Background: an optimization exercise with open tools, aiming at small area, a short achievable clock period and few clock cycles per item. Do not read the settings as production practice.
RTL that was checked went through simulation tests only; none was proved equivalent to the original.
For runs 1 to 3, only the layout was checked, not whether the RTL still works.
Power is estimated from default activity; no workload was simulated.

==> design/flow/design.v <==
`timescale 1ns/100ps
module classifier
(
   input  logic        clk,
   input  logic        local_rst,
   output logic        addr_valid,
   input  logic        addr_ready,
   output logic [20:0] addr,
   input  logic        din_valid,
   output logic        din_ready,
   input  logic [41:0] din,
   input  logic        stddev_valid,
   output logic        stddev_ready,
   input  logic [15:0] stddev,
   output logic        result_valid,
   input  logic        result_ready,
   output logic        result
);
   logic [5:0]  ic;
   logic [2:0]  fd;
   logic [3:0]  cr;
   logic        dall;
   logic [19:0] sr;
   logic [19:0] cr_;
   logic        xa;
   logic        xb;
   logic        sd_seen;
   logic        clear;
   logic        x_new;
   logic        pass0;
   logic        pass1;
   logic        pass2;
   logic        at8;
   logic        at20;
   logic        at32;
   logic        ic_stop;
   localparam logic [31:0] ADDR_B0 = 32'h00000000;
   localparam logic [31:0] ADDR_B1 = 32'h00000000;
   localparam logic [31:0] ADDR_B2 = 32'h00060000;
   localparam logic [31:0] ADDR_B3 = 32'h00070000;
   localparam logic [31:0] ADDR_B4 = 32'h00080000;
   localparam logic [31:0] ADDR_B5 = 32'h00030000;
   localparam logic [31:0] ADDR_B6 = 32'h000c0000;
   localparam logic [31:0] ADDR_B7 = 32'h00000000;
   localparam logic [31:0] ADDR_B8 = 32'hac905300;
   localparam logic [31:0] ADDR_B9 = 32'hff16acac;
   localparam logic [31:0] ADDR_B10 = 32'hca18caca;
   localparam logic [31:0] ADDR_B11 = 32'h0cd00300;
   localparam logic [31:0] ADDR_B12 = 32'h0fec0c0c;
   localparam logic [31:0] ADDR_B13 = 32'hc000c0c0;
   localparam logic [31:0] ADDR_B14 = 32'h00000000;
   localparam logic [31:0] ADDR_B15 = 32'h0000ac00;
   localparam logic [31:0] ADDR_B16 = 32'h5390ac00;
   localparam logic [31:0] ADDR_B17 = 32'h66e6ca66;
   localparam logic [31:0] ADDR_B18 = 32'h88f80c88;
   localparam logic [31:0] ADDR_B19 = 32'h03c00c00;
   localparam logic [31:0] ADDR_B20 = 32'hcc0cc0cc;
   assign addr[0] = ADDR_B0[ic[4:0]];
   assign addr[1] = ADDR_B1[ic[4:0]];
   assign addr[2] = ADDR_B2[ic[4:0]];
   assign addr[3] = ADDR_B3[ic[4:0]];
   assign addr[4] = ADDR_B4[ic[4:0]];
   assign addr[5] = ADDR_B5[ic[4:0]];
   assign addr[6] = ADDR_B6[ic[4:0]];
   assign addr[7] = ADDR_B7[ic[4:0]];
   assign addr[8] = ADDR_B8[ic[4:0]];
   assign addr[9] = ADDR_B9[ic[4:0]];
   assign addr[10] = ADDR_B10[ic[4:0]];
   assign addr[11] = ADDR_B11[ic[4:0]];
   assign addr[12] = ADDR_B12[ic[4:0]];
   assign addr[13] = ADDR_B13[ic[4:0]];
   assign addr[14] = ADDR_B14[ic[4:0]];
   assign addr[15] = ADDR_B15[ic[4:0]];
   assign addr[16] = ADDR_B16[ic[4:0]];
   assign addr[17] = ADDR_B17[ic[4:0]];
   assign addr[18] = ADDR_B18[ic[4:0]];
   assign addr[19] = ADDR_B19[ic[4:0]];
   assign addr[20] = ADDR_B20[ic[4:0]];
   logic [18:0] g;
   logic [18:0] t;
   logic        pg0_0;
   logic        pg0_1;
   logic        pg0_2;
   logic        pg0_3;
   logic        pg0_4;
   logic        pg0_5;
   logic        pg0_6;
   logic        pg0_7;
   logic        pg0_8;
   logic        pg1_0;
   logic        pg1_1;
   logic        pg1_2;
   logic        pg1_3;
   logic        pg1_4;
   logic        pg2_0;
   logic        pg2_1;
   logic        pg3_0;
   logic        pg4_0;
   logic        pt0_0;
   logic        pt0_1;
   logic        pt0_2;
   logic        pt0_3;
   logic        pt0_4;
   logic        pt0_5;
   logic        pt0_6;
   logic        pt0_7;
   logic        pt0_8;
   logic        pt1_0;
   logic        pt1_1;
   logic        pt1_2;
   logic        pt1_3;
   logic        pt1_4;
   logic        pt2_0;
   logic        pt2_1;
   logic        pt3_0;
   assign g = ~(sr[18:0] | cr_[18:0]);
   assign t = ~(sr[18:0] & cr_[18:0]);
   assign pg0_0 = g[1] | (t[1] & g[0]);
   assign pt0_0 = t[1] & t[0];
   assign pg0_1 = g[3] | (t[3] & g[2]);
   assign pt0_1 = t[3] & t[2];
   assign pg0_2 = g[5] | (t[5] & g[4]);
   assign pt0_2 = t[5] & t[4];
   assign pg0_3 = g[7] | (t[7] & g[6]);
   assign pt0_3 = t[7] & t[6];
   assign pg0_4 = g[9] | (t[9] & g[8]);
   assign pt0_4 = t[9] & t[8];
   assign pg0_5 = g[11] | (t[11] & g[10]);
   assign pt0_5 = t[11] & t[10];
   assign pg0_6 = g[13] | (t[13] & g[12]);
   assign pt0_6 = t[13] & t[12];
   assign pg0_7 = g[15] | (t[15] & g[14]);
   assign pt0_7 = t[15] & t[14];
   assign pg0_8 = g[17] | (t[17] & g[16]);
   assign pt0_8 = t[17] & t[16];
   assign pg1_0 = pg0_1 | (pt0_1 & pg0_0);
   assign pt1_0 = pt0_1 & pt0_0;
   assign pg1_1 = pg0_3 | (pt0_3 & pg0_2);
   assign pt1_1 = pt0_3 & pt0_2;
   assign pg1_2 = pg0_5 | (pt0_5 & pg0_4);
   assign pt1_2 = pt0_5 & pt0_4;
   assign pg1_3 = pg0_7 | (pt0_7 & pg0_6);
   assign pt1_3 = pt0_7 & pt0_6;
   assign pg1_4 = g[18] | (t[18] & pg0_8);
   assign pt1_4 = t[18] & pt0_8;
   assign pg2_0 = pg1_1 | (pt1_1 & pg1_0);
   assign pt2_0 = pt1_1 & pt1_0;
   assign pg2_1 = pg1_3 | (pt1_3 & pg1_2);
   assign pt2_1 = pt1_3 & pt1_2;
   assign pg3_0 = pg2_1 | (pt2_1 & pg2_0);
   assign pt3_0 = pt2_1 & pt2_0;
   assign pg4_0 = pg1_4 | (pt1_4 & pg3_0);
   assign x_new = ~(sr[19] ^ cr_[19] ^ pg4_0);
   assign pass0 = xb | x_new;                                            
   assign pass1 = (xb & ~(xa & x_new)) | ~(xa | xb | x_new);             
   assign pass2 = x_new | (xa & ~xb);                                    
   assign at8  = (ic == 6'd8)  & (fd == 3'd2) & cr[0];
   assign at20 = (ic == 6'd20) & (fd == 3'd5) & cr[0];
   assign at32 = dall;
   assign ic_stop    = (ic == 6'd8) | (ic == 6'd20) | ic[5];
   assign addr_valid = ~ic_stop | (at8 & pass0) | (at20 & pass1);
   assign result_valid = (at8 & ~pass0) | (at20 & ~pass1) | at32;
   assign result       = at32 & pass2;
   assign stddev_ready = result_valid;
   assign din_ready    = sd_seen;
   assign clear        = result_valid & result_ready;
   logic [2:0]  f;
   logic        cn0;
   logic        first;
   logic [13:0] d0;
   logic [13:0] d1;
   logic [13:0] d2;
   logic [19:0] b0;
   logic [19:0] b1;
   logic [19:0] b2;
   logic [19:0] a0;
   logic [19:0] a1;
   logic [1:0]  kc;
   logic        k0;
   logic        sel0_4;
   logic        sel0_2;
   logic        sel1_1;
   logic        sel1_2;
   logic        pol0;
   logic        pol1;
   logic        k1;
   logic [19:0] s1;
   logic [19:0] c1;
   logic [19:0] s2;
   logic [19:0] c2;
   logic [19:0] s_next;
   logic [19:0] c_next;
   assign f     = fd;
   assign first = cr[0];
   assign cn0   = cr[1] | cr[3];
   assign d0    = din[41:28];
   assign d1    = din[27:14];
   assign d2    = din[13:0];
   assign b0 = {6'h3f, d0};
   assign b1 = {5'h1f, ~d1, 1'b1};
   always_comb begin
      case (f)
         3'd2, 3'd3, 3'd5: b2 = ~{6'd0, d1};
         3'd4:             b2 = ~{5'd0, d2, 1'b0};
         default:          b2 = '1;
      endcase
      sel0_4 = first & (f == 3'd0 || f == 3'd3 || f == 3'd7);
      sel0_2 = first & (f == 3'd1 || f == 3'd2 || f == 3'd4 || f == 3'd5);
      sel1_1 = first & (f == 3'd1 || f == 3'd3 || f == 3'd5 || f == 3'd6);
      sel1_2 = first & (f == 3'd7);
      pol0   = first ? (f != 3'd2 && f != 3'd5 && f != 3'd6) : cn0;
      pol1   = first ? (f == 3'd1 || f == 3'd3 || f == 3'd6 || f == 3'd7) : cn0;
      a0 = (({20{sel0_4}} & {2'd0, stddev, 2'd0}) | ({20{sel0_2}} & {3'd0, stddev, 1'd0})
            | ({20{~first}} & ~sr)) ^ {20{~pol0}};
      a1 = (({20{sel1_1}} & {4'd0, stddev}) | ({20{sel1_2}} & {3'd0, stddev, 1'd0})
            | ({20{~first}} & ~cr_)) ^ {20{~pol1}};
      case (f)
         3'd1, 3'd3, 3'd7: kc = 2'd2;
         3'd0, 3'd4, 3'd6: kc = 2'd1;
         default:          kc = 2'd0;
      endcase
   end
   assign k0 = first ? (kc != 2'd0) : cn0;
   assign k1 = first & kc[1];
   assign s1 = b0 ^ b1 ^ b2;
   assign c1 = {((b0[18:0] & b1[18:0]) | (b0[18:0] & b2[18:0]) | (b1[18:0] & b2[18:0])), ~k0};
   assign s2 = a0 ^ a1 ^ s1;
   assign c2 = {((a0[18:0] & a1[18:0]) | (a0[18:0] & s1[18:0]) | (a1[18:0] & s1[18:0])), ~k1};
   assign s_next = s2 ^ c2 ^ c1;
   assign c_next = {((s2[18:0] & c2[18:0]) | (s2[18:0] & c1[18:0]) | (c2[18:0] & c1[18:0])), 1'b1};
   always_ff @(posedge clk) begin
      if (local_rst || clear) begin
         ic      <= '0;
         fd      <= '0;
         cr      <= 4'b0001;
         dall    <= 1'b0;
         sd_seen <= 1'b0;
      end else begin
         if (stddev_valid) begin
            sd_seen <= 1'b1;
         end
         if (addr_valid && addr_ready) begin
            ic <= ic + 6'd1;
         end
         if (din_valid && din_ready) begin
            cr <= {cr[2:0], cr[3]};
            if (cr[3]) begin
               fd <= fd + 3'd1;
               if (fd == 3'd7) begin
                  dall <= 1'b1;
               end
            end
         end
      end
   end
   always_ff @(posedge clk) begin
      if (din_valid && din_ready) begin
         sr  <= s_next;
         cr_ <= c_next;
         if (first) begin
            xa <= xb;
            xb <= x_new;
         end
      end
   end
endmodule
==> design/flow/flow/run.sh <==
#!/bin/bash
# Standard layout, with the smallest buffer on the ports.
set -euo pipefail
export BUFFER_PORTS_ARGS="-buffer_cell sky130_fd_sc_hd__buf_1"
bash standard.sh finish > standard_finish.log 2>&1
==> design/flow/standard.sh <==
#!/bin/bash
# synth_recipe.tcl (not shown) runs the flow's synth.tcl, then flattens the netlist and writes it again
# the make line also repeats each setting of config.mk as NAME=value (left out here)
make -C /OpenROAD-flow-scripts/flow DESIGN_CONFIG=/design/flow/config.mk WORK_HOME=/design/flow/orfs CLKGATE_MAP_FILE= SYNTH_SCRIPT=/design/flow/synth_recipe.tcl "${@:-finish}"
==> design/flow/config.mk <==
export PLATFORM = sky130hd
export DESIGN_NAME = classifier
export DESIGN_NICKNAME = classifier
export VERILOG_FILES = /design/flow/design.v
export SDC_FILE = /design/flow/constraint.sdc
export NUM_CORES = 4
export LEC_CHECK = 0
export ABC_AREA = 1
export CAP_MARGIN = 20
export CORE_MARGIN = 2
export CORE_UTILIZATION = 40
export CTS_BUF_LIST = sky130_fd_sc_hd__clkbuf_4 sky130_fd_sc_hd__clkbuf_8
export SETUP_SLACK_MARGIN = 5
export SLEW_MARGIN = 20
==> design/flow/constraint.sdc <==
create_clock -name core_clock -period 9.0 [get_ports {clk}]
set_input_delay 1.8000 -clock core_clock [delete_from_list [all_inputs] [get_ports {clk}]]
set_output_delay 1.8000 -clock core_clock [all_outputs]
set_load 0.01 [all_outputs]
==> results of run 1 <==
critical path, delay by kind of cell, from the launching register on:
family	cells	cell delay, ps
buffers and inverters	1	160
flip-flops	1	450
AND/OR/NAND/NOR	12	1190
cell families after synthesis:
logic type | after synthesis | synth area share, %
AO/OA/AOI/OAI | 107 | 13.8
XOR/XNOR | 44 | 7.41
adder cells (fa/ha/maj) | 68 | 22.7
buffers and inverters | 109 | 8.98
flip-flops | 56 | 29.5
other | 1 | 0.0721
AND/OR/NAND/NOR | 197 | 17.6
timing repair:
item	in CTS	in global routing
resized for setup	4	10
setup endpoints to repair	16	30
setup buffers	0	3
per-stage QoR:
stage	instances	total power, W	hold WS (ps)	instance area (um2)
after CTS	830	0.000768	475	5750
after global placement	822	0.000604	438	5650
after detailed placement	822	0.000617	455	5650
final	834	0.000759	466	5800
after global routing	833	0.000819	493	5800
after floorplan	585	0.000540	426	5210
path summary, 6_finish.rpt:
check	end	from	cells past startpoint
max reg2reg	sr[13]	fd[1]	11
min	xa	xb	0
max	addr_valid	sr[2]	13
min reg2reg	xa	xb	0
cell type report:
type	instances	area (um2)	area share [%]
Antenna cell	1	2.50	0.0431
Sequential cell	56	1540	26.5
Timing Repair Buffer	92	374	6.45
Inverter	85	319	5.50
Clock inverter	2	16.3	0.280
Clock buffer	6	76.3	1.31
Multi-Input combinational cell	420	3260	56.2
Tap cell	172	215	3.71
synthesized netlist by cell type (7+ instances only):
master and n:
inv_1 78, edfxtp_1 41, o211ai_1 13, inv_2 7, xor2_1 24, clkbuf_1 8
dfxtp_1 15, o21ai_0 17, ha_1 24, nor2_1 43, xnor2_1 20, fa_1 44
o221ai_1 17, buf_4 9, a21oi_2 8, nand3_1 18, a21oi_1 23, nor2_2 7
o22ai_1 20, nand2_1 100
layer usage:
metal  GRT usage [%]  vias to the layer above  share of wire [%]
met3            2.71                       13                4.4
met2            32.5                      114                 50
met5               0                        -                  0
li1                -                     2077                  -
met1            24.4                     2078                 45
met4            3.61                        0                1.2
cells in the final DEF (no fill, tap or decap), drive strengths merged, types with 20 or more instances in the layout:
cell    count
inv        85
buf        90
nand3      23
a21oi      31
nor2       52
o22ai      20
fa         44
nand2     107
edfxtp     41
xnor2      20
xor2       24
ha         24
flip-flops by register name, indices dropped and copies added, names as in the netlist:
register / cells
fd: 3
xb: 1
sr: 20
cr: 4
ic: 6
dall: 1
xa: 1
sd_seen: 1
cr_: 19
report_power, final:
group          total, W  switching, W  internal, W  leakage (nW)
logic          0.000266      0.000154     0.000111          1.68
clock network  0.000150     0.0000911    0.0000588        0.0448
registers      0.000344     0.0000187     0.000325         0.493
==> flow_summary.json, run 1 <==
{
  "die_h_um": 118,
  "yosysTopAreaCell": "edfxtp_1",
  "critical_path_arrival_ps": 2140,
  "clkSinkCount": 56,
  "path_cells": "or2_1 > nand3_1 > nand2_1 > nand2_1 > nand2_1 > nand2_1 > nand2_2 > nand3_2 > nand3_4 > nand2_1 > nand2_1 > nand2_4 > buf_1",
  "nFillCells": 1292,
  "numCtsBuffers": 5,
  "worst_pin_slew_ps": 678,
  "tns_ps": 0,
  "layout-drive-gt1-share_pct": 10.4,
  "nets": 792,
  "clkSlewWorstSetupHoldPaths_ps": 120,
  "utilization_pct": 45.8,
  "setup_ws_ps": 5060,
  "critPathMaxStageDelay_ps": 450,
  "grt_overflow_total": 0,
  "dr_total_vias": 4282,
  "synth_edf_count": 41,
  "io_pins": 90,
  "hold_buffers": 0,
  "required_ps": 7200,
  "p_per_area_mw_per_mm2": 131,
  "fin_crit_sh_pct": 43.8,
  "die_area_mm2": 0.0139,
  "core_mm2": 0.0127,
  "dp.final_hpwl_um": 9470,
  "grt_max_degree": 46,
  "syn_inst": 582,
  "worst_setup_path_end_kind": "output port",
  "startpoint_type": "flip-flop",
  "rrSetupSlack_ps": 5440,
  "cts_tree": "built",
  "setup_viol": 0,
  "antenna_found_initial": 0,
  "clockBufferDepth": 2,
  "fin_crit_ps": 3940,
  "ir_worst_vdd_mv": 0.0713,
  "ys_warn_count": 1,
  "leakagePower_nw": 2.21,
  "grt_pass1_wl_um": 20800,
  "drtIter0Drc": 270,
  "post_synth.cell_area_avg_um2": 8.93,
  "cp_max_fo": 8,
  "ys_ff_latch": 56,
  "first_pass_iters": 5,
  "drv_slew": 0,
  "synth_cell_types": 42,
  "routabilityCongestion": 0.841,
  "grt_usage_pct": 18.5,
  "die_x_um": 118,
  "outcome": "complete, no violations",
  "crit_slowest_cell": "edfxtp_1",
  "async_reset_ff_share_pct": 0,
  "yosysTopAreaCellShare_pct": 23.7,
  "avgRoutedWirePerCell_um": 15.3,
  "path_common_cell": "nand2_1",
  "insertion_delay_ps": 320,
  "preCtsSetupSlack_ps": 4990,
  "htreeDepth": 2,
  "synth_ff_type": "edfxtp_1",
  "seq_area_frac_synth_pct": 29.5,
  "hp-class": "flip-flop to flip-flop",
  "totalWireLength_um": 12700,
  "path_class": "flip-flop to output port",
  "ant_nets": 0,
  "hold_viol": 0,
  "synthTopCellsByArea": "edfxtp_1 (24%), fa_1 (17%), nand2_1 (7.2%), dfxtp_1 (5.8%), ha_1 (5.8%)",
  "vias_per_cell": 5.13,
  "cts_root_buf": "clkbuf_8",
  "rsz0062_at_grt": "true",
  "start_util_pct": 41.0,
  "grt_pass1_vias": 4169,
  "fmax_ghz": 0.254,
  "syn_to_final_growth_pct": 11.6,
  "maxCapViolCount": 0,
  "drcViolationCount": 0,
  "rows": 41,
  "max-slew-margin-rel_pct": 54.3,
  "finClkSkew_ps": 17.7,
  "syn_area_mm2": 0.00520,
  "port_buffers": 85
}
==> run 2, diff against run 1 <==
--- a/design/flow/config.mk
+++ b/design/flow/config.mk
@@ -9,6 +9,5 @@
 export CAP_MARGIN = 20
 export CORE_MARGIN = 2
 export CORE_UTILIZATION = 40
-export CTS_BUF_LIST = sky130_fd_sc_hd__clkbuf_4 sky130_fd_sc_hd__clkbuf_8
 export SETUP_SLACK_MARGIN = 5
 export SLEW_MARGIN = 20
==> flow_summary.json, run 2 <==
{
  "seq_area_frac_synth_pct": 29.5,
  "required_ps": 7200,
  "outcome": "complete, no violations",
  "highest_layer": "met4",
  "crit_slowest_cell": "dfxtp_1",
  "yosysTopAreaCell": "edfxtp_1",
  "die_h_um": 118,
  "crit_family": "simple AND/OR/NAND/NOR gates",
  "finClkSkew_ps": 11.1,
  "first_pass_iters": 4,
  "nFillCells": 1278,
  "cp_max_fo": 8,
  "rsz0062_at_grt": "true",
  "worst_setup_path_end_kind": "output port",
  "path_cells": "inv_1 > ha_1 > inv_1 > nor4_4 > nand2_1 > nor2_2 > nand4_1 > nand3_2 > buf_1",
  "nets": 802,
  "synthTopCellsByArea": "edfxtp_1 (24%), fa_1 (17%), nand2_1 (7.2%), dfxtp_1 (5.8%), ha_1 (5.8%)",
  "preCtsSetupSlack_ps": 4990,
  "met2_length_um": 6490,
  "worst_pin_slew_ps": 669,
  "clockBufferDepth": 2,
  "numCtsBuffers": 5,
  "post_synth.cell_area_avg_um2": 8.93,
  "start_util_pct": 41.0,
  "critical_path_arrival_ps": 2060,
  "routabilityCongestion": 0.841,
  "antenna_found_initial": 0,
  "final_common_cell": "nand2_1",
  "tns_ps": 0,
  "clkSlewWorstSetupHoldPaths_ps": 80,
  "die_area_mm2": 0.0139,
  "rows": 41,
  "syn_inst": 582,
  "dr_total_vias": 4307,
  "grt_pass1_vias": 4165,
  "yosysTopAreaCellShare_pct": 23.7,
  "dp.final_hpwl_um": 9470,
  "io_pins": 90,
  "totalWireLength_um": 12800,
  "syn_area_mm2": 0.00520,
  "synth_ff_type": "edfxtp_1",
  "hold_viol": 0,
  "maxCapViolCount": 0,
  "grt_usage_pct": 18.5,
  "power_frac_comb_pct": 33.2,
  "reg.largest.list": "sr x20, cr_ x19, ic x6",
  "p_int_w": 0.000545,
  "whs_ps": 459,
  "final_cell_mix": "nand2_1 (95), buf_1 (83), inv_1 (77), fa_1 (44), nor2_1 (42)",
  "path_class": "flip-flop to output port",
  "fmax_ghz": 0.259,
  "synth.most_common_cell": "nand2_1",
  "path_common_cell": "inv_1",
  "setup_viol": 0,
  "drcViolationCount": 0,
  "port_buffers": 85,
  "die_x_um": 118,
  "syn_to_final_growth_pct": 14.4,
  "utilization_pct": 47.0,
  "grt_pass1_wl_um": 20800,
  "ir_worst_vdd_mv": 0.0840,
  "htreeDepth": 2,
  "grt_overflow_total": 0,
  "fin_crit_sh_pct": 42.9,
  "drv_slew": 0,
  "startpoint_type": "flip-flop",
  "hold_buffers": 0,
  "top_register": "sr",
  "critPathMaxStageDelay_ps": 380,
  "p_seq_share_pct": 42.2,
  "core_mm2": 0.0127,
  "ant_nets": 0,
  "async_reset_ff_share_pct": 0,
  "synth_cell_types": 42,
  "clkSinkCount": 56,
  "largest_reg_flops": 20,
  "grt_max_degree": 46,
  "setup_ws_ps": 5140,
  "vias_per_cell": 5.10,
  "cts_tree": "built",
  "synthTopCellsByCount": "nand2_1 (100), inv_1 (78), fa_1 (44), nor2_1 (43), edfxtp_1 (41)",
  "max-slew-margin-rel_pct": 55.3,
  "switchingPower_w": 0.000271,
  "hp-class": "flip-flop to flip-flop",
  "clkPwrFrac_pct": 24.6,
  "worst-path-buf-inv": 3,
  "cts_root_buf": "clkbuf_16",
  "ys_warn_count": 1,
  "met1Wirelength_um": 5620,
  "avgRoutedWirePerCell_um": 15.2,
  "synth_edf_count": 41,
  "p_per_area_mw_per_mm2": 137,
  "ys_ff_latch": 56,
  "drtIter0Drc": 263,
  "fin_crit_ps": 3860,
  "insertion_delay_ps": 300,
  "layout-drive-gt1-share_pct": 11.9,
  "leakagePower_nw": 2.28,
  "wl_met3_um": 641,
  "power.share.switching_pct": 33.2
}
-- run 2: cell types whose count changed in the layout (fill, tap and decap cells not counted), sizes merged --
cell and delta:
buf +10
-- run 2: stage by stage --
stage	instance area, um2	std cells	power, W
5_1_grt	5950	843	0.000876
3_3_place_gp	5650	822	0.000604
6_report	5950	844	0.000817
4_1_cts	5800	830	0.000819
2_1_floorplan	5210	585	0.000540
3_5_place_dp	5650	822	0.000617
-- run 2: timing repair --
item,CTS,global route
pin swaps,0,8
cloned,0,0
endpoints found under the setup margin,16,29
buffers inserted,0,13
gates resized for setup,4,14
-- run 2: cells by family after synthesis --
group / count (synthesis) / synth area share (%)
and+or+nand+nor: 197 / 17.6
buffers and inverters: 109 / 8.98
AOI/OAI and AO/OA: 107 / 13.8
adders and majority gates: 68 / 22.7
DFF: 56 / 29.5
xor gates and xnor gates: 44 / 7.41
other: 1 / 0.0721
-- run 2: path summary, 6_finish.rpt --
| path | to | cells past startpoint | slack (ps) | start |
|---|---|---|---|---|
| max | result_valid | 9 | 5140 | ic[1] |
| min | xa | 0 | 460 | xb |
| max reg2reg | sr[13] | 11 | 5420 | fd[1] |
| min reg2reg | xa | 0 | 460 | xb |
-- run 2: routing by layer --
| layer | vias to the layer above | track usage (%) |
|---|---|---|
| met5 | - | 0 |
| met2 | 117 | 32.4 |
| li1 | 2095 | - |
| met3 | 4 | 3.00 |
| met1 | 2091 | 24.7 |
| met4 | 0 | 2.71 |
-- run 2: layout make-up --
type	count	area [um2]	share of cell area, %
Antenna cell	1	2.50	0.0421
Clock buffer	6	129	2.17
Clock inverter	2	16.3	0.273
Inverter	85	319	5.36
Multi-Input combinational cell	420	3280	55.2
Sequential cell	56	1540	25.8
Tap cell	172	215	3.62
Timing Repair Buffer	102	449	7.55
-- run 2: power groups by stage --
stage / clock network, W / logic, W / registers [W]
6_report: 0.000201 / 0.000271 / 0.000344
5_1_grt: 0.000217 / 0.000312 / 0.000347
4_1_cts: 0.000206 / 0.000270 / 0.000344
3_5_place_dp: 0 / 0.000268 / 0.000349
3_3_place_gp: 0 / 0.000254 / 0.000350
2_1_floorplan: 0 / 0.000197 / 0.000343
==> run 3, diff against run 2 <==
--- a/design/flow/design.v
+++ b/design/flow/design.v
@@ -167,6 +167,7 @@
    logic [2:0]  f;
    logic        cn0;
    logic        first;
+   logic        fire;
    logic [13:0] d0;
    logic [13:0] d1;
    logic [13:0] d2;
@@ -191,17 +192,18 @@
    logic [19:0] s_next;
    logic [19:0] c_next;
    assign f     = fd;
-   assign first = cr[0];
-   assign cn0   = cr[1] | cr[3];
+   assign fire  = din_valid & din_ready;
+   assign first = cr[0] & fire;
+   assign cn0   = (cr[1] | cr[3]) & fire;
    assign d0    = din[41:28];
    assign d1    = din[27:14];
    assign d2    = din[13:0];
-   assign b0 = {6'h3f, d0};
-   assign b1 = {5'h1f, ~d1, 1'b1};
+   assign b0 = {6'h3f, d0 | {14{~fire}}};
+   assign b1 = {5'h1f, ~(d1 & {14{fire}}), 1'b1};
    always_comb begin
       case (f)
-         3'd2, 3'd3, 3'd5: b2 = ~{6'd0, d1};
-         3'd4:             b2 = ~{5'd0, d2, 1'b0};
+         3'd2, 3'd3, 3'd5: b2 = ~{6'd0, d1 & {14{fire}}};
+         3'd4:             b2 = ~{5'd0, d2 & {14{fire}}, 1'b0};
          default:          b2 = '1;
       endcase
       sel0_4 = first & (f == 3'd0 || f == 3'd3 || f == 3'd7);
@@ -254,13 +256,11 @@
       end
    end
    always_ff @(posedge clk) begin
-      if (din_valid && din_ready) begin
-         sr  <= s_next;
-         cr_ <= c_next;
-         if (first) begin
-            xa <= xb;
-            xb <= x_new;
-         end
+      sr  <= s_next;
+      cr_ <= c_next;
+      if (first) begin
+         xa <= xb;
+         xb <= x_new;
       end
    end
 endmodule
==> flow_summary.json, run 3 <==
{
  "syn_to_final_growth_pct": 19.9,
  "antenna_found_initial": 0,
  "path_depth": 11,
  "antenna_cells": 0,
  "post_synth.cell_area_avg_um2": 7.91,
  "ir_worst_vdd_mv": 0.103,
  "final_common_cell": "nand2_1",
  "final_cell_mix": "nand2_1 (106), inv_1 (89), buf_1 (83), dfxtp_1 (52), nor2_1 (46)",
  "drv_slew": 0,
  "clkSinkCount": 56,
  "async_reset_ff_share_pct": 0,
  "nets": 861,
  "worst_setup_path_end_kind": "flip-flop",
  "synthMuxAreaShare_pct": 0,
  "rows": 40,
  "power.total_w": 0.00104,
  "first_pass_iters": 7,
  "clkSlewWorstSetupHoldPaths_ps": 80,
  "outcome": "complete, no violations",
  "max-slew-margin-rel_pct": 55.3,
  "fin_crit_ps": 3900,
  "rsz0062_at_grt": "false",
  "synth_edf_count": 2,
  "r2r-start": "fd[2]",
  "reg.largest.list": "sr x20, cr_ x19, ic x6",
  "path_class": "input port to flip-flop",
  "ys_warn_count": 1,
  "r2r_end": "sr[1]",
  "synthTopCellsByCount": "nand2_1 (111), inv_1 (95), dfxtp_1 (54), nor2_1 (47), fa_1 (44)",
  "critPathLaunch": "din_valid",
  "largest_reg_flops": 20,
  "endpoint": "sr[1]",
  "synth_cell_types": 44,
  "synth_xor_area_share_pct": 7.66,
  "critical_path_arrival_ps": 4070,
  "startpoint_type": "input port",
  "hp-class": "flip-flop to flip-flop",
  "grt_overflow_total": 0,
  "port_buffers": 85,
  "cp_max_fo": 9,
  "syn_area_mm2": 0.00503,
  "yosys.area_share.simple_pct": 21.8,
  "hold_buffers": 0,
  "worst-path-buf-inv": 4,
  "vias_per_cell": 5.10,
  "drcViolationCount": 0,
  "fmax_ghz": 0.257,
  "totalWireLength_um": 13400,
  "p_per_area_mw_per_mm2": 173,
  "die_h_um": 116,
  "maxCapViolCount": 0,
  "syn_inst": 636,
  "whs_ps": 456,
  "yosysTopAreaCellShare_pct": 21.5,
  "fin_crit_sh_pct": 43.3,
  "ant_nets": 0,
  "start_util_pct": 41.4,
  "r2r_cells": 10,
  "required_ps": 9170,
  "seq_area_frac_synth_pct": 22.7,
  "leakagePower_nw": 2.58,
  "die_area_mm2": 0.0135,
  "clockBufferDepth": 2,
  "layout-drive-gt1-share_pct": 16.7,
  "synthTopCellsByArea": "dfxtp_1 (21%), fa_1 (18%), nand2_1 (8.3%), inv_1 (7.1%), xor2_1 (6.6%)",
  "synth-compound-area-share_pct": 14.1,
  "die_x_um": 116,
  "path_cells": "buf_6 > nand2_8 > nor2_4 > inv_2 > nand2_2 > inv_2 > a31oi_4 > buf_8 > xor2_1 > fa_1 > fa_1",
  "grt_max_degree": 29,
  "yosys.area_share.adder_pct": 23.0,
  "grt_usage_pct": 20.7,
  "tns_ps": 0,
  "dp.final_hpwl_um": 9480,
  "cts_tree": "built",
  "ys_ff_latch": 56,
  "hold_viol": 0,
  "worstHoldStart": "xb",
  "synth.most_common_cell": "nand2_1",
  "insertion_delay_ps": 290,
  "crit_slowest_cell": "fa_1",
  "finClkSkew_ps": 6.46,
  "crit_family": "adder cells",
  "worst_pin_slew_ps": 669,
  "synth_ff_type": "dfxtp_1",
  "core_mm2": 0.0122,
  "grt_pass1_vias": 4436,
  "rrSetupSlack_ps": 5190,
  "yosysTopAreaCell": "dfxtp_1",
  "htreeDepth": 2,
  "synth_top_family_by_area": "adder cells",
  "grt_pass1_wl_um": 21900,
  "utilization_pct": 49.6,
  "setup_viol": 0,
  "dr_total_vias": 4587,
  "numCtsBuffers": 5,
  "routabilityCongestion": 0.909,
  "io_pins": 90,
  "top_register": "sr",
  "avgRoutedWirePerCell_um": 14.9,
  "drtIter0Drc": 287,
  "cts_root_buf": "clkbuf_16",
  "critPathMaxStageDelay_ps": 480
}
## run 3: timing repair
action | 4_1_cts | 5_1_grt
pin swaps | 5 | 6
gates resized for setup | 33 | 23
hold endpoints to repair | 0 | 0
endpoints found under the setup margin | 40 | 36
cloned | 3 | 0
buffers inserted | 16 | 3
## run 3: layout make-up
type,count,area (um2)
Clock buffer,6,139
Inverter,106,414
Tap cell,168,210
Sequential cell,56,1140
Fill cell,1228,6130
Timing Repair Buffer,105,527
Multi-Input combinational cell,457,3580
Clock inverter,2,13.8
## run 3: worst min path at each step
stage                     to  slack [ps]  depth (start not counted)
after floorplan           xa         430                          0
after global placement    xa         440                          0
after detailed placement  xa         450                          0
after CTS                 xa         470                          0
after global routing      xa         500                          0
final                     xa         460                          0
## run 3: layer usage
metal | track usage [%] | wire length (um) | share of wire, %
met5 | 0 | 0 | 0
met4 | 5.95 | 391 | 2.9
met3 | 2.39 | 665 | 5.0
met2 | 36.3 | 6550 | 49
met1 | 27.0 | 5830 | 43
## run 3: cell families (layout without fill, tap and decap cells)
| family | after synthesis | in the layout |
|---|---|---|
| AOI/OAI and AO/OA | 105 | 105 |
| xor gates and xnor gates | 44 | 44 |
| adders and majority gates | 66 | 66 |
| buffers and inverters | 129 | 219 |
| DFF | 56 | 56 |
| other | 1 | 4 |
| and+or+nand+nor | 235 | 238 |
## run 3: where the power goes
group / internal, W / switching [W]
Sequential: 0.000326 / 0.0000596
Clock: 0.000112 / 0.0000931
Combinational: 0.000200 / 0.000251
## run 3: per-stage QoR
step / area (um2) / worst slack [ps] / std cells
2_1_floorplan: 5080 / 4980 / 639
5_1_grt: 6030 / 5000 / 900
4_1_cts: 5920 / 5000 / 897
6_report: 6030 / 5100 / 900
3_3_place_gp: 5450 / 3220 / 870
3_5_place_dp: 5450 / 3090 / 870
## run 3: worst reg2reg max path: stages, from the launching register on
cell     delay [ps]
dfxtp_1         440
inv_1           170
ha_1            250
inv_1           160
nand3_2         460
nand2_4         430
a22oi_1         150
fa_1            560
inv_1            60
fa_1            580
fa_1            430
==> run 4, diff against run 3 <==
--- a/design/flow/design.v
+++ b/design/flow/design.v
@@ -167,7 +167,6 @@
    logic [2:0]  f;
    logic        cn0;
    logic        first;
-   logic        fire;
    logic [13:0] d0;
    logic [13:0] d1;
    logic [13:0] d2;
@@ -192,18 +191,17 @@
    logic [19:0] s_next;
    logic [19:0] c_next;
    assign f     = fd;
-   assign fire  = din_valid & din_ready;
-   assign first = cr[0] & fire;
-   assign cn0   = (cr[1] | cr[3]) & fire;
+   assign first = cr[0];
+   assign cn0   = cr[1] | cr[3];
    assign d0    = din[41:28];
    assign d1    = din[27:14];
    assign d2    = din[13:0];
-   assign b0 = {6'h3f, d0 | {14{~fire}}};
-   assign b1 = {5'h1f, ~(d1 & {14{fire}}), 1'b1};
+   assign b0 = {6'h3f, d0};
+   assign b1 = {5'h1f, ~d1, 1'b1};
    always_comb begin
       case (f)
-         3'd2, 3'd3, 3'd5: b2 = ~{6'd0, d1 & {14{fire}}};
-         3'd4:             b2 = ~{5'd0, d2 & {14{fire}}, 1'b0};
+         3'd2, 3'd3, 3'd5: b2 = ~{6'd0, d1};
+         3'd4:             b2 = ~{5'd0, d2, 1'b0};
          default:          b2 = '1;
       endcase
       sel0_4 = first & (f == 3'd0 || f == 3'd3 || f == 3'd7);
@@ -224,12 +222,22 @@
    end
    assign k0 = first ? (kc != 2'd0) : cn0;
    assign k1 = first & kc[1];
-   assign s1 = b0 ^ b1 ^ b2;
-   assign c1 = {((b0[18:0] & b1[18:0]) | (b0[18:0] & b2[18:0]) | (b1[18:0] & b2[18:0])), ~k0};
-   assign s2 = a0 ^ a1 ^ s1;
-   assign c2 = {((a0[18:0] & a1[18:0]) | (a0[18:0] & s1[18:0]) | (a1[18:0] & s1[18:0])), ~k1};
-   assign s_next = s2 ^ c2 ^ c1;
-   assign c_next = {((s2[18:0] & c2[18:0]) | (s2[18:0] & c1[18:0]) | (c2[18:0] & c1[18:0])), 1'b1};
+   logic [14:0] y1;
+   logic [14:0] y2;
+   logic [15:0] y3;
+   logic [19:0] hy2;
+   logic [19:0] hy3;
+   csa3 #(.W(15)) u_csa1 (.a(b0[14:0]), .b(b1[14:0]), .c(b2[14:0]), .s(s1[14:0]), .y(y1));
+   assign s1[19:15] = '1;
+   assign c1 = {4'hf, y1, ~k0};
+   csa3 #(.W(15)) u_csa2 (.a(a0[14:0]), .b(a1[14:0]), .c(s1[14:0]), .s(s2[14:0]), .y(y2));
+   assign s2[19:15]  = ~(a0[19:15] ^ a1[19:15]);
+   assign hy2        = {a0[19:15] | a1[19:15], y2};
+   assign c2 = {hy2[18:0], ~k1};
+   csa3 #(.W(16)) u_csa3 (.a(s2[15:0]), .b(c2[15:0]), .c(c1[15:0]), .s(s_next[15:0]), .y(y3));
+   assign s_next[19:16] = ~(s2[19:16] ^ c2[19:16]);
+   assign hy3           = {s2[19:16] | c2[19:16], y3};
+   assign c_next = {hy3[18:0], 1'b1};
    always_ff @(posedge clk) begin
       if (local_rst || clear) begin
          ic      <= '0;
@@ -256,11 +264,24 @@
       end
    end
    always_ff @(posedge clk) begin
-      sr  <= s_next;
-      cr_ <= c_next;
-      if (first) begin
-         xa <= xb;
-         xb <= x_new;
+      if (din_valid && din_ready) begin
+         sr  <= s_next;
+         cr_ <= c_next;
+         if (first) begin
+            xa <= xb;
+            xb <= x_new;
+         end
       end
    end
 endmodule
+module csa3 #(parameter int W = 20)
+(
+   input  logic [W-1:0] a,
+   input  logic [W-1:0] b,
+   input  logic [W-1:0] c,
+   output logic [W-1:0] s,
+   output logic [W-1:0] y
+);
+   assign s = a ^ b ^ c;
+   assign y = (a & b) | (a & c) | (b & c);
+endmodule
==> design/flow/flow/run.sh (replaced) <==
#!/bin/bash
# Standard layout, with the smallest buffer on the ports and a repair that aims
# at 5.4 ns of setup slack.
set -euo pipefail
export BUFFER_PORTS_ARGS="-buffer_cell sky130_fd_sc_hd__buf_1"
export SETUP_SLACK_MARGIN=5.4
bash standard.sh finish > standard_finish.log 2>&1
--- a/design/flow/config.mk
+++ b/design/flow/config.mk
@@ -9,5 +9,5 @@
 export CAP_MARGIN = 20
 export CORE_MARGIN = 2
 export CORE_UTILIZATION = 40
-export SETUP_SLACK_MARGIN = 5
 export SLEW_MARGIN = 20
+export SYNTH_HIERARCHICAL = 1
==> flow_summary.json, run 4 <==
{
  "avgRoutedWirePerCell_um": 15.3,
  "worst_pin_slew_ps": 680,
  "startpoint_type": "flip-flop",
  "critPathMaxStageDelay_ps": 420,
  "utilization_pct": 49.5,
  "routabilityCongestion": 0.861,
  "hold_viol": 0,
  "ys_ff_latch": 56,
  "seq_area_frac_synth_pct": 29.5,
  "die_area_mm2": 0.0139,
  "preCtsSetupSlack_ps": 4740,
  "drv_slew": 0,
  "ant_nets": 0,
  "grt_overflow_total": 0,
  "dp_cells": 813,
  "top_register": "sr",
  "port_buffers": 85,
  "rows": 41,
  "synth_cell_types": 41,
  "crit_slowest_cell": "edfxtp_1",
  "grt_pass1_vias": 4402,
  "tns_ps": 0,
  "hold_depth": 0,
  "synthTopCellsByArea": "edfxtp_1 (24%), fa_1 (18%), nand2_1 (6.9%), dfxtp_1 (5.8%), inv_1 (5.3%)",
  "drtIter0Drc": 243,
  "path_class": "flip-flop to output port",
  "antenna_found_initial": 0,
  "p_seq_share_pct": 41.1,
  "synth_edf_count": 41,
  "grt_pass1_wl_um": 21500,
  "critPathLaunch": "cr_[2]",
  "fin_crit_ps": 3750,
  "htreeDepth": 2,
  "insertion_delay_ps": 310,
  "required_ps": 7200,
  "grt_usage_pct": 19.3,
  "hp-class": "flip-flop to flip-flop",
  "fin_crit_sh_pct": 41.7,
  "finClkSkew_ps": 8.75,
  "power.share.switching_pct": 33.5,
  "clkSinkCount": 56,
  "switchingPower_w": 0.000284,
  "setup_ws_ps": 5250,
  "cp_max_fo": 4,
  "numCtsBuffers": 5,
  "synthTopCellsByCount": "nand2_1 (96), inv_1 (73), fa_1 (46), nor2_1 (44), edfxtp_1 (41)",
  "syn_inst": 574,
  "dp.final_hpwl_um": 9200,
  "hold_buffers": 0,
  "start_util_pct": 41.1,
  "post_synth.cell_area_avg_um2": 9.03,
  "outcome": "complete, no violations",
  "final_cell_count_no_fill": 842,
  "antenna_cells": 0,
  "p_int_w": 0.000565,
  "synth_ff_type": "edfxtp_1",
  "clkSlewWorstSetupHoldPaths_ps": 80,
  "cts_root_buf": "clkbuf_16",
  "worst_setup_path_end_kind": "output port",
  "io_pins": 90,
  "ys_warn_count": 7,
  "first_pass_iters": 5,
  "power.total_w": 0.000850,
  "async_reset_ff_share_pct": 0,
  "path_common_cell": "nand2_2",
  "reg.largest.list": "sr x20, cr_ x19, ic x6",
  "ir_worst_vdd_mv": 0.0741,
  "clkPwrFrac_pct": 24.4,
  "rsz0062_at_grt": "true",
  "critical_path_arrival_ps": 1950,
  "dr_total_vias": 4366,
  "r2r_cells": 12,
  "fmax_ghz": 0.267,
  "nFillCells": 1237,
  "rrSetupSlack_ps": 5660,
  "largest_reg_flops": 20,
  "nets": 800,
  "vias_per_cell": 5.19,
  "hold_end": "xa",
  "drcViolationCount": 0,
  "cts_tree": "built",
  "die_h_um": 118,
  "final_cell_mix": "nand2_1 (87), buf_1 (68), inv_1 (57), fa_1 (46)",
  "layout-drive-gt1-share_pct": 19.0,
  "r2r_end": "sr[7]",
  "core_mm2": 0.0126,
  "synth.most_common_cell": "nand2_1",
  "max-slew-margin-rel_pct": 54.6,
  "leakagePower_nw": 2.39,
  "p_per_area_mw_per_mm2": 136,
  "power_frac_comb_pct": 34.5,
  "final_common_cell": "nand2_1",
  "setup_viol": 0,
  "die_x_um": 118,
  "totalWireLength_um": 12900,
  "syn_area_mm2": 0.00518,
  "yosysTopAreaCell": "edfxtp_1",
  "r2r-start": "fd[0]",
  "syn_to_final_growth_pct": 20.4,
  "clockBufferDepth": 2,
  "grt_max_degree": 42,
  "maxCapViolCount": 0,
  "worstHoldStart": "xb",
  "yosysTopAreaCellShare_pct": 23.7,
  "path_cells": "or2_1 > nand3_1 > nand2_1 > nand2_2 > nand2_2 > nand2_2 > nand2_4 > nand3_4 > nand3_2 > a21oi_2 > nand2_4 > buf_6"
}
run 4: changes by cell type after synthesis, moves of 6 or more:
cell,delta
edfxtp_1,+39
inv_2,-6
o21ai_0,-7
o211ai_1,+12
or2_2,-7
xor2_1,-25
o22ai_1,-10
a21oi_1,-8
dfxtp_1,-39
nand2_1,-15
xnor2_1,+25
a22oi_1,-14
inv_1,-22
o221ai_1,+13
run 4: routing by layer:
metal  GRT usage (%)  vias up  share of wire, %  wire length [um]
met2            32.4      147                49              6360
met1            25.0     2096                43              5540
met3            3.59       16               5.9               766
met4            6.55        0               1.8               228
li1                -     2107                 -                 -
met5               0        -                 0                 0
run 4: logic make-up after synthesis:
family          count (synthesis)  share of synthesized area (%)
xor+xnor                       44                           7.43
simple gates                  209                           18.7
other cells                     2                          0.145
fa+ha+maj                      67                           22.8
buf+inv                       104                           8.30
compound gates                 92                           13.0
flops                          56                           29.5
run 4: timing repair:
action	CTS	global route
gates resized for setup	42	22
setup endpoints to repair	44	39
buffers inserted	4	17
endpoints found under the hold margin	0	0
pin swaps	17	37
run 4: worst max path at each step:
stage                         endpoint  slack [ps]  depth (start not counted)
after detailed placement         sr[7]        4740                         12
after global routing        addr_valid        5110                         14
after CTS                 result_valid        5220                         12
after floorplan                  sr[2]        5320                          6
final                       addr_valid        5250                         12
after global placement    stddev_ready        4810                          5
run 4: final cells by class:
| type | instances | area [um2] | share of cell area, % |
|---|---|---|---|
| clock inverter | 2 | 10.0 | 0.160 |
| multi-input combinational | 418 | 3370 | 53.9 |
| clock buffer | 6 | 139 | 2.23 |
| sequential | 56 | 1550 | 24.8 |
| timing repair buffer | 111 | 577 | 9.24 |
| tap | 172 | 215 | 3.45 |
| inverter | 77 | 388 | 6.21 |
run 4: worst max-delay path: cells and delay by family, from the launching register on:
kind	cells	cell delay [ps]
simple gates	10	930
buf+inv	1	120
compound gates	1	180
flops	1	420
run 4: power by group through the flow:
stage	clock, W	combinational [W]	sequential (W)
floorplan	0	0.000206	0.000344
CTS	0.000212	0.000289	0.000349
detailed placement	0	0.000279	0.000355
global placement	0	0.000263	0.000355
global route	0.000222	0.000340	0.000351
finish	0.000207	0.000293	0.000349
run 4: metrics by stage:
stage / hold WS [ps] / instance area, um2
floorplan: 426 / 5290
global placement: 438 / 5730
detailed placement: 460 / 5730
CTS: 463 / 6020
global route: 483 / 6240
finish: 459 / 6240
Testbench counts of run 4, summed over its fixed seeds: cycles 82,658, windows 4,800.
==> run 5, diff against run 4 <==
==> design/flow/flow/run.sh (replaced) <==
#!/bin/bash
# Standard layout, with the smallest buffer on the ports.
set -euo pipefail
export BUFFER_PORTS_ARGS="-buffer_cell sky130_fd_sc_hd__buf_1"
bash standard.sh finish > standard_finish.log 2>&1
--- a/design/flow/config.mk
+++ b/design/flow/config.mk
@@ -9,5 +9,6 @@
 export CAP_MARGIN = 20
 export CORE_MARGIN = 2
 export CORE_UTILIZATION = 40
+export SETUP_SLACK_MARGIN = 4.8
 export SLEW_MARGIN = 20
 export SYNTH_HIERARCHICAL = 1
==> flow_summary.json, run 5 <==
{
  "fmax_ghz": 0.256,
  "clkSinkCount": 56,
  "preCtsSetupSlack_ps": 4640,
  "grt_pass1_wl_um": 20600,
  "syn_inst": 574,
  "seq_area_frac_synth_pct": 29.5,
  "antenna_cells": 0,
  "whs_ps": 468,
  "async_reset_ff_share_pct": 0,
  "drtIter0Drc": 217,
  "synth_ff_type": "edfxtp_1",
  "vias_per_cell": 5.13,
  "nets": 780,
  "max-slew-margin-rel_pct": 47.9,
  "die_h_um": 118,
  "r2r-start": "fd[0]",
  "fin_crit_ps": 3910,
  "setup_viol": 0,
  "grt_overflow_total": 0,
  "p_per_area_mw_per_mm2": 142,
  "syn_to_final_growth_pct": 12.1,
  "hold_buffers": 0,
  "port_buffers": 85,
  "htreeDepth": 2,
  "hold_depth": 0,
  "antenna_found_initial": 0,
  "startpoint_type": "flip-flop",
  "path_class": "flip-flop to output port",
  "cts_tree": "built",
  "placed_area_mm2": 0.00564,
  "ys_ff_latch": 56,
  "layout-drive-gt1-share_pct": 7.69,
  "r2r_cells": 12,
  "drv_slew": 0,
  "routabilityCongestion": 0.864,
  "numCtsBuffers": 5,
  "finClkSkew_ps": 7.15,
  "largest_reg_flops": 20,
  "final_cell_mix": "nand2_1 (95), buf_1 (85), inv_1 (73), fa_1 (46), nor2_1 (44)",
  "hold_end": "xa",
  "dr_total_vias": 4216,
  "synth.most_common_cell": "nand2_1",
  "worst_pin_slew_ps": 779,
  "worst_setup_path_end_kind": "output port",
  "drcViolationCount": 0,
  "synthTopCellsByCount": "nand2_1 (96), inv_1 (73), fa_1 (46), nor2_1 (44), edfxtp_1 (41)",
  "io_pins": 90,
  "reg.largest.list": "sr x20, cr_ x19, ic x6",
  "grt_pass1_vias": 4262,
  "hp-class": "flip-flop to flip-flop",
  "core_mm2": 0.0126,
  "rows": 41,
  "stdcell_area_mm2": 0.00581,
  "synth_edf_count": 41,
  "totalWireLength_um": 12300,
  "fin_crit_sh_pct": 43.4,
  "rrSetupSlack_ps": 5140,
  "first_pass_iters": 5,
  "synth_cell_types": 41,
  "grt_max_degree": 59,
  "avgRoutedWirePerCell_um": 14.9,
  "setup_ws_ps": 5090,
  "nFillCells": 1281,
  "synthTopCellsByArea": "edfxtp_1 (24%), fa_1 (18%), nand2_1 (6.9%), dfxtp_1 (5.8%), inv_1 (5.3%)",
  "hold_viol": 0,
  "final_common_cell": "nand2_1",
  "worstHoldStart": "xb",
  "cts_root_buf": "clkbuf_16",
  "syn_area_mm2": 0.00518,
  "clockBufferDepth": 2,
  "outcome": "complete, no violations",
  "r2r_end": "sr[3]",
  "critical_path_arrival_ps": 2110,
  "yosysTopAreaCellShare_pct": 23.7,
  "cp_max_fo": 7,
  "insertion_delay_ps": 300,
  "ys_warn_count": 7,
  "required_ps": 7200,
  "tns_ps": 0,
  "leakagePower_nw": 2.19,
  "top_register": "sr",
  "die_x_um": 118,
  "die_area_mm2": 0.0139,
  "dp.final_hpwl_um": 8920,
  "grt_usage_pct": 18.2,
  "maxCapViolCount": 0,
  "ir_worst_vdd_mv": 0.0729,
  "rsz0062_at_grt": "false",
  "post_synth.cell_area_avg_um2": 9.03,
  "ant_nets": 0,
  "start_util_pct": 41.1,
  "yosysTopAreaCell": "edfxtp_1",
  "clkSlewWorstSetupHoldPaths_ps": 70
}
## run 5: cell types whose count changed in the layout (fill, tap and decap cells not counted), sizes merged
cell / previous run / this run
clkinvlp: 2 / 0
inv: 74 / 76
clkinv: 3 / 1
buf: 110 / 91
clkbuf: 7 / 8
## run 5: cells by family (layout without fill, tap and decap cells)
family / Yosys count / after routing / synth area share [%]
AO/OA/AOI/OAI: 92 / 92 / 13.0
flip-flops: 56 / 56 / 29.5
other: 2 / 6 / 0.145
XOR/XNOR: 44 / 44 / 7.43
AND/OR/NAND/NOR: 209 / 209 / 18.7
adder cells (fa/ha/maj): 67 / 67 / 22.8
buffers and inverters: 104 / 176 / 8.30
## run 5: critical path, cell delays in order, from the launching register on
cell     delay [ps]
dfxtp_1         490
inv_1           210
ha_1            360
nor3_1          270
inv_1            80
a21oi_1         140
or2_2           120
buf_1           140
## run 5: what timing repair did
item                       4_1_cts  5_1_grt
resized for setup                2        2
setup endpoints to repair       30       30
buffers inserted                 0        1
pin swaps                        0        0
## run 5: worst max-delay path by stage
stage	from	end	cells past startpoint
global route	sr[11]	addr_valid	14
detailed placement	fd[0]	sr[3]	12
CTS	fd[0]	sr[3]	12
floorplan	din[27]	sr[13]	6
global placement	fd[0]	sr[3]	12
finish	ic[1]	addr[16]	7
## run 5: layout make-up
class | count | area (um2) | area share [%]
inverter | 77 | 289 | 4.97
sequential | 56 | 1540 | 26.4
clock buffer | 8 | 136 | 2.35
timing repair buffer | 91 | 384 | 6.61
tap | 172 | 215 | 3.70
multi-input combinational | 418 | 3250 | 55.9
## run 5: per-layer routing
| metal | wire length (um) | vias to the layer above | track usage (%) |
|---|---|---|---|
| met5 | 0 | - | 0 |
| met4 | 176 | 0 | 4.07 |
| met3 | 700 | 14 | 3.34 |
| met2 | 5980 | 127 | 31.0 |
| met1 | 5420 | 2017 | 24.1 |
| li1 | - | 2058 | - |
## run 5: report_power, final
group	internal, W	total, W	switching, W
sequential	0.000327	0.000348	0.0000213
clock	0.000104	0.000198	0.0000939
combinational	0.000121	0.000281	0.000160
total	0.000552	0.000827	0.000275
## run 5: stage by stage
step / total power (W) / instances / util, %
floorplan: 0.000553 / 578 / -
global placement: 0.000618 / 813 / 44.7
detailed placement: 0.000633 / 813 / 44.7
CTS: 0.000834 / 821 / 45.8
global route: 0.000889 / 822 / 46.0
finish: 0.000827 / 822 / 46.0
==> run 6, diff against run 5 <==
--- a/design/flow/config.mk
+++ b/design/flow/config.mk
@@ -9,6 +9,6 @@
 export CAP_MARGIN = 20
 export CORE_MARGIN = 2
 export CORE_UTILIZATION = 40
-export SETUP_SLACK_MARGIN = 4.8
+export SETUP_SLACK_MARGIN = 5
 export SLEW_MARGIN = 20
 export SYNTH_HIERARCHICAL = 1
==> flow_summary.json, run 6 <==
{
  "synth_edf_count": 41,
  "post_synth.cell_area_avg_um2": 9.03,
  "ant_nets": 0,
  "cts_root_buf": "clkbuf_16",
  "drcViolationCount": 0,
  "max-slew-margin-rel_pct": 47.5,
  "critPathMaxStageDelay_ps": 440,
  "core_mm2": 0.0126,
  "die_x_um": 118,
  "clkSinkCount": 56,
  "grt_overflow_total": 0,
  "synth_cell_types": 41,
  "leakagePower_nw": 2.20,
  "first_pass_iters": 5,
  "syn_inst": 574,
  "drtIter0Drc": 225,
  "die_h_um": 118,
  "path_class": "flip-flop to output port",
  "yosysTopAreaCellShare_pct": 23.7,
  "dr_total_vias": 4233,
  "preCtsSetupSlack_ps": 4640,
  "ys_warn_count": 7,
  "seq_area_frac_synth_pct": 29.5,
  "hold_buffers": 0,
  "synth.most_common_cell": "nand2_1",
  "synthTopCellsByCount": "nand2_1 (96), inv_1 (73), fa_1 (46), nor2_1 (44), edfxtp_1 (41)",
  "nFillCells": 1275,
  "fmax_ghz": 0.259,
  "clockBufferDepth": 2,
  "path_cells": "nand2_1 > nand3_1 > nor2_1 > nor2_1 > nand2_1 > nand2_1 > nand2_2 > nand2_4 > nand3_2 > nand3_2 > nand2_1 > nand2_1 > nand2_4 > buf_1",
  "die_area_mm2": 0.0139,
  "rows": 41,
  "worst-path-buf-inv": 1,
  "setup_ws_ps": 5140,
  "path_common_cell": "nand2_1",
  "grt_usage_pct": 18.4,
  "port_buffers": 85,
  "p_per_area_mw_per_mm2": 142,
  "drv_slew": 0,
  "numCtsBuffers": 5,
  "io_pins": 90,
  "vias_per_cell": 5.15,
  "hp-class": "flip-flop to flip-flop",
  "antenna_found_initial": 0,
  "grt_pass1_wl_um": 20800,
  "grt_max_degree": 40,
  "dp.final_hpwl_um": 8920,
  "required_ps": 7200,
  "crit_family": "simple AND/OR/NAND/NOR gates",
  "grt_pass1_vias": 4289,
  "layout-drive-gt1-share_pct": 8.00,
  "fin_crit_ps": 3860,
  "outcome": "complete, no violations",
  "maxCapViolCount": 0,
  "start_util_pct": 41.1,
  "antenna_cells": 0,
  "insertion_delay_ps": 300,
  "reg.largest.list": "sr x20, cr_ x19, ic x6",
  "final_cell_mix": "nand2_1 (95), buf_1 (85), inv_1 (73), fa_1 (46), nor2_1 (44)",
  "synth_ff_type": "edfxtp_1",
  "final_common_cell": "nand2_1",
  "yosysTopAreaCell": "edfxtp_1",
  "nets": 780,
  "tns_ps": 0,
  "htreeDepth": 2,
  "syn_to_final_growth_pct": 12.4,
  "top_register": "sr",
  "cp_max_fo": 8,
  "async_reset_ff_share_pct": 0,
  "hold_viol": 0,
  "rsz0062_at_grt": "true",
  "startpoint_type": "flip-flop",
  "avgRoutedWirePerCell_um": 14.9,
  "finClkSkew_ps": 6.81,
  "syn_area_mm2": 0.00518,
  "ir_worst_vdd_mv": 0.0721,
  "ys_ff_latch": 56,
  "worst_pin_slew_ps": 786,
  "largest_reg_flops": 20,
  "clkSlewWorstSetupHoldPaths_ps": 70,
  "worst_setup_path_end_kind": "output port",
  "totalWireLength_um": 12200,
  "routabilityCongestion": 0.864,
  "critical_path_arrival_ps": 2060,
  "fin_crit_sh_pct": 42.9,
  "crit_slowest_cell": "edfxtp_1",
  "setup_viol": 0,
  "cts_tree": "built",
  "synthTopCellsByArea": "edfxtp_1 (24%), fa_1 (18%), nand2_1 (6.9%), dfxtp_1 (5.8%), inv_1 (5.3%)"
}
[run 6: cell counts after synthesis]
No cell type changed its count.
[run 6: cell families after synthesis]
| group | share of synthesized area [%] |
|---|---|
| buffers and inverters | 8.30 |
| adders and majority gates | 22.8 |
| AOI/OAI and AO/OA | 13.0 |
| other | 0.145 |
| xor gates and xnor gates | 7.43 |
| and+or+nand+nor | 18.7 |
| DFF | 29.5 |
[run 6: routing by layer]
layer / global-route usage, % / routed length (um)
met2: 31.1 / 5920
met3: 3.29 / 632
met5: 0 / 0
met1: 24.5 / 5480
met4: 4.44 / 219
[run 6: what timing repair did]
item,4_1_cts,5_1_grt
setup endpoints to repair,31,30
gates resized for setup,4,5
buffers inserted,1,0
gates cloned,0,0
[run 6: report_power, final]
group / switching, W / internal [W]
clock network: 0.0000932 / 0.000104
logic: 0.000161 / 0.000122
registers: 0.0000211 / 0.000326
[run 6: worst paths after layout]
| path | startpoint | to | slack (ps) | cells after the start |
|---|---|---|---|---|
| worst max register to register | fd[0] | sr[3] | 5230 | 8 |
| worst min-delay path | xb | xa | 470 | 0 |
| worst min register to register | xb | xa | 470 | 0 |
| worst max-delay path | sr[7] | addr_valid | 5140 | 14 |
[run 6: stage by stage]
stage                     hold WS, ps  total power, W  instance area, um2  cells  util [%]
after floorplan                   426        0.000553                5200    578         -
after CTS                         469        0.000836                5810    822      46.0
after global routing              487        0.000889                5830    822      46.2
after detailed placement          456        0.000633                5640    813      44.7
final                             468        0.000827                5830    822      46.2
after global placement            453        0.000618                5640    813      44.7
[run 6: area by class of cell]
type                            instances  area (um2)  area share (%)
Clock buffer                            8         136            2.34
Sequential cell                        56        1540            26.4
Timing Repair Buffer                   91         384            6.59
Tap cell                              172         215            3.69
Multi-Input combinational cell        418        3260            56.0
Inverter                               77         289            4.96
==> run 7, diff against run 6 <==
--- a/design/flow/config.mk
+++ b/design/flow/config.mk
@@ -9,6 +9,7 @@
 export CAP_MARGIN = 20
 export CORE_MARGIN = 2
 export CORE_UTILIZATION = 40
+export CTS_BUF_LIST = sky130_fd_sc_hd__clkbuf_8
 export SETUP_SLACK_MARGIN = 5
 export SLEW_MARGIN = 20
 export SYNTH_HIERARCHICAL = 1
==> flow_summary.json, run 7 <==
{
  "die_h_um": 118,
  "final_common_cell": "nand2_1",
  "final_cell_count_no_fill": 822,
  "grt_pass1_vias": 4274,
  "ant_nets": 0,
  "hold_buffers": 0,
  "syn_area_mm2": 0.00518,
  "drtIter0Drc": 216,
  "setup_viol": 0,
  "cts_tree": "built",
  "power.total_w": 0.000767,
  "p_seq_share_pct": 45.3,
  "p_int_w": 0.000500,
  "synth.most_common_cell": "nand2_1",
  "io_pins": 90,
  "utilization_pct": 45.7,
  "met2_length_um": 5860,
  "critPathMaxStageDelay_ps": 450,
  "port_buffers": 85,
  "core_mm2": 0.0126,
  "ir_worst_vdd_mv": 0.0567,
  "first_pass_iters": 5,
  "seq_area_frac_synth_pct": 29.5,
  "clkPwrFrac_pct": 18.1,
  "path_common_cell": "nand2_1",
  "path_cells": "nand2_1 > nand3_1 > nor2_1 > nor2_1 > nand2_1 > nand2_1 > nand2_2 > nand2_4 > nand3_2 > nand3_1 > a21oi_2 > nand2_4 > clkbuf_2",
  "die_area_mm2": 0.0139,
  "yosysTopAreaCellShare_pct": 23.7,
  "grt_pass1_wl_um": 20700,
  "antenna_cells": 0,
  "r2r_end": "sr[3]",
  "grt_max_degree": 40,
  "endpoint": "addr_valid",
  "required_ps": 7200,
  "rsz0062_at_grt": "true",
  "yosysTopAreaCell": "edfxtp_1",
  "worst_setup_path_end_kind": "output port",
  "cp_max_fo": 8,
  "worst_pin_slew_ps": 787,
  "met1Wirelength_um": 5520,
  "tns_ps": 0,
  "switchingPower_w": 0.000267,
  "maxCapViolCount": 0,
  "ys_warn_count": 7,
  "async_reset_ff_share_pct": 0,
  "nFillCells": 1279,
  "clockBufferDepth": 2,
  "dp.final_hpwl_um": 8920,
  "fmax_ghz": 0.259,
  "grt_overflow_total": 0,
  "syn_inst": 574,
  "final_cell_mix": "nand2_1 (95), buf_1 (84), inv_1 (76), fa_1 (46), nor2_1 (44)",
  "drcViolationCount": 0,
  "r2r-start": "fd[0]",
  "cts_root_buf": "clkbuf_8",
  "max-slew-margin-rel_pct": 47.4,
  "dr_total_vias": 4189,
  "synth_edf_count": 41,
  "reg.largest.list": "sr x20, cr_ x19, ic x6",
  "rrSetupSlack_ps": 5250,
  "top_register": "sr",
  "insertion_delay_ps": 320,
  "syn_to_final_growth_pct": 11.3,
  "r2r_cells": 8,
  "outcome": "complete, no violations",
  "htreeDepth": 2,
  "largest_reg_flops": 20,
  "layout-drive-gt1-share_pct": 8.15,
  "critPathLaunch": "sr[7]",
  "synthTopCellsByArea": "edfxtp_1 (24%), fa_1 (18%), nand2_1 (6.9%), dfxtp_1 (5.8%), inv_1 (5.3%)",
  "synth_ff_type": "edfxtp_1",
  "path_class": "flip-flop to output port",
  "routabilityCongestion": 0.864,
  "vias_per_cell": 5.10,
  "die_x_um": 118,
  "finClkSkew_ps": 11.1,
  "crit_slowest_cell": "edfxtp_1",
  "clkSlewWorstSetupHoldPaths_ps": 110,
  "antenna_found_initial": 0,
  "critical_path_arrival_ps": 2070,
  "synth_cell_types": 41,
  "grt_usage_pct": 18.2,
  "power.share.switching_pct": 34.8,
  "fin_crit_ps": 3870,
  "fin_crit_sh_pct": 42.9,
  "avgRoutedWirePerCell_um": 14.8,
  "start_util_pct": 41.1,
  "hold_viol": 0,
  "startpoint_type": "flip-flop",
  "drv_slew": 0,
  "dp_cells": 813,
  "synthTopCellsByCount": "nand2_1 (96), inv_1 (73), fa_1 (46), nor2_1 (44), edfxtp_1 (41)",
  "totalWireLength_um": 12200,
  "highest_layer": "met4",
  "ys_ff_latch": 56,
  "wl_met3_um": 628,
  "post_synth.cell_area_avg_um2": 9.03,
  "clkSinkCount": 56,
  "rows": 41,
  "leakagePower_nw": 2.18,
  "p_per_area_mw_per_mm2": 133,
  "hp-class": "flip-flop to flip-flop",
  "power_frac_comb_pct": 36.7,
  "numCtsBuffers": 5,
  "nets": 780
}
==> run 7: cell counts after synthesis <==
Identical to the previous run, type by type.
==> run 7: stage by stage <==
step | hold slack [ps] | setup WS [ps] | instance area [um2]
finish | 473 | 5130 | 5770
global route | 498 | 4890 | 5770
CTS | 474 | 5060 | 5750
detailed placement | 456 | 4640 | 5640
global placement | 453 | 4810 | 5640
floorplan | 426 | 5320 | 5200
==> run 7: worst min-delay path by stage <==
stage / startpoint / endpoint / slack (ps) / cells after the start
5_1_grt: xb / xa / 500 / 0
4_1_cts: cr[2] / cr[2] / 470 / 2
3_5_place_dp: cr[2] / cr[2] / 460 / 2
3_3_place_gp: cr[2] / cr[2] / 450 / 2
2_1_floorplan: xb / xa / 430 / 0
6_report: cr[2] / cr[2] / 470 / 2
==> run 7: power by group through the flow <==
stage	sequential [W]	combinational, W	clock (W)
6_report	0.000347	0.000281	0.000138
5_1_grt	0.000350	0.000326	0.000154
4_1_cts	0.000347	0.000288	0.000143
3_5_place_dp	0.000354	0.000279	0
3_3_place_gp	0.000355	0.000263	0
2_1_floorplan	0.000344	0.000209	0
==> run 7: final cells by class <==
cell class | count | area (um2) | area share, %
clock buffers | 5 | 68.8 | 1.19
clock inverters | 3 | 11.3 | 0.195
inverters | 77 | 289 | 5.01
multi-input cells | 418 | 3260 | 56.5
flip-flops and latches | 56 | 1540 | 26.7
well taps | 172 | 215 | 3.73
repair buffers | 91 | 385 | 6.68
==> run 7: repair_timing <==
action | in CTS | in global routing
gates resized for setup | 4 | 6
pin swaps | 0 | 2
buffers inserted | 1 | 0
endpoints found under the setup margin | 31 | 27
==> run 7: worst max-delay path, delay by kind of cell (launching register included) <==
kind,cells,cell delay (ps)
compound gates,1,180
flops,1,450
buf+inv,1,140
simple gates,11,970
==> run 7: layer usage <==
metal / GRT usage (%) / vias up
li1: - / 2056
met1: 24.8 / 2004
met2: 31.0 / 120
met3: 2.91 / 9
met4: 3.39 / 0
met5: 0 / -
==> run 7: kinds of logic after synthesis <==
kind of cell / Yosys count / synth area share, %
AO/OA/AOI/OAI: 92 / 13.0
XOR/XNOR: 44 / 7.43
adder cells (fa/ha/maj): 67 / 22.8
buffers and inverters: 104 / 8.30
flip-flops: 56 / 29.5
other: 2 / 0.145
AND/OR/NAND/NOR: 209 / 18.7

## static timing again, ports no longer ideal
No port has a modelled driver above. Below, the same layouts with a new extraction and two added sets of constraints. Step 1, drivers: a clkbuf_16 drives clk and a buf_2 each remaining input, both assumed. Step 2 times the ports against the registers' clock, not the clock port: input delays grow and output delays shrink by t, the midpoint of the rising clock arrivals with the driver on. Three values: no drivers, after step 1, after step 2; two values: the first two.
run	t (ns)	setup WS [ns]	hold slack, ns	clock arrival spread, ns	worst register clock-pin slew, ns
run 1	0.349	5.060 / 5.025 / 5.077	0.466 / 0.466 / 0.466	0.018 / 0.018	0.12 / 0.12
run 2	0.332	5.142 / 5.102 / 5.068	0.459 / 0.459 / 0.459	0.012 / 0.012	0.08 / 0.08
run 3	0.329	5.102 / 5.105 / 4.776	0.456 / 0.456 / 0.456	0.007 / 0.007	0.08 / 0.08
run 4	0.344	5.248 / 5.208 / 5.122	0.459 / 0.459 / 0.459	0.008 / 0.009	0.08 / 0.08
run 5	0.336	5.095 / 5.056 / 5.090	0.468 / 0.468 / 0.468	0.007 / 0.007	0.08 / 0.08
run 6	0.335	5.141 / 5.102 / 5.095	0.468 / 0.468 / 0.468	0.007 / 0.007	0.07 / 0.07
run 7	0.349	5.135 / 5.100 / 5.110	0.473 / 0.473 / 0.473	0.011 / 0.012	0.11 / 0.11
After both steps every run listed still meets setup and hold. For run 3, which loses most, drivers alone change the setup slack by +0.003 ns; drivers and shift together by -0.326 ns.
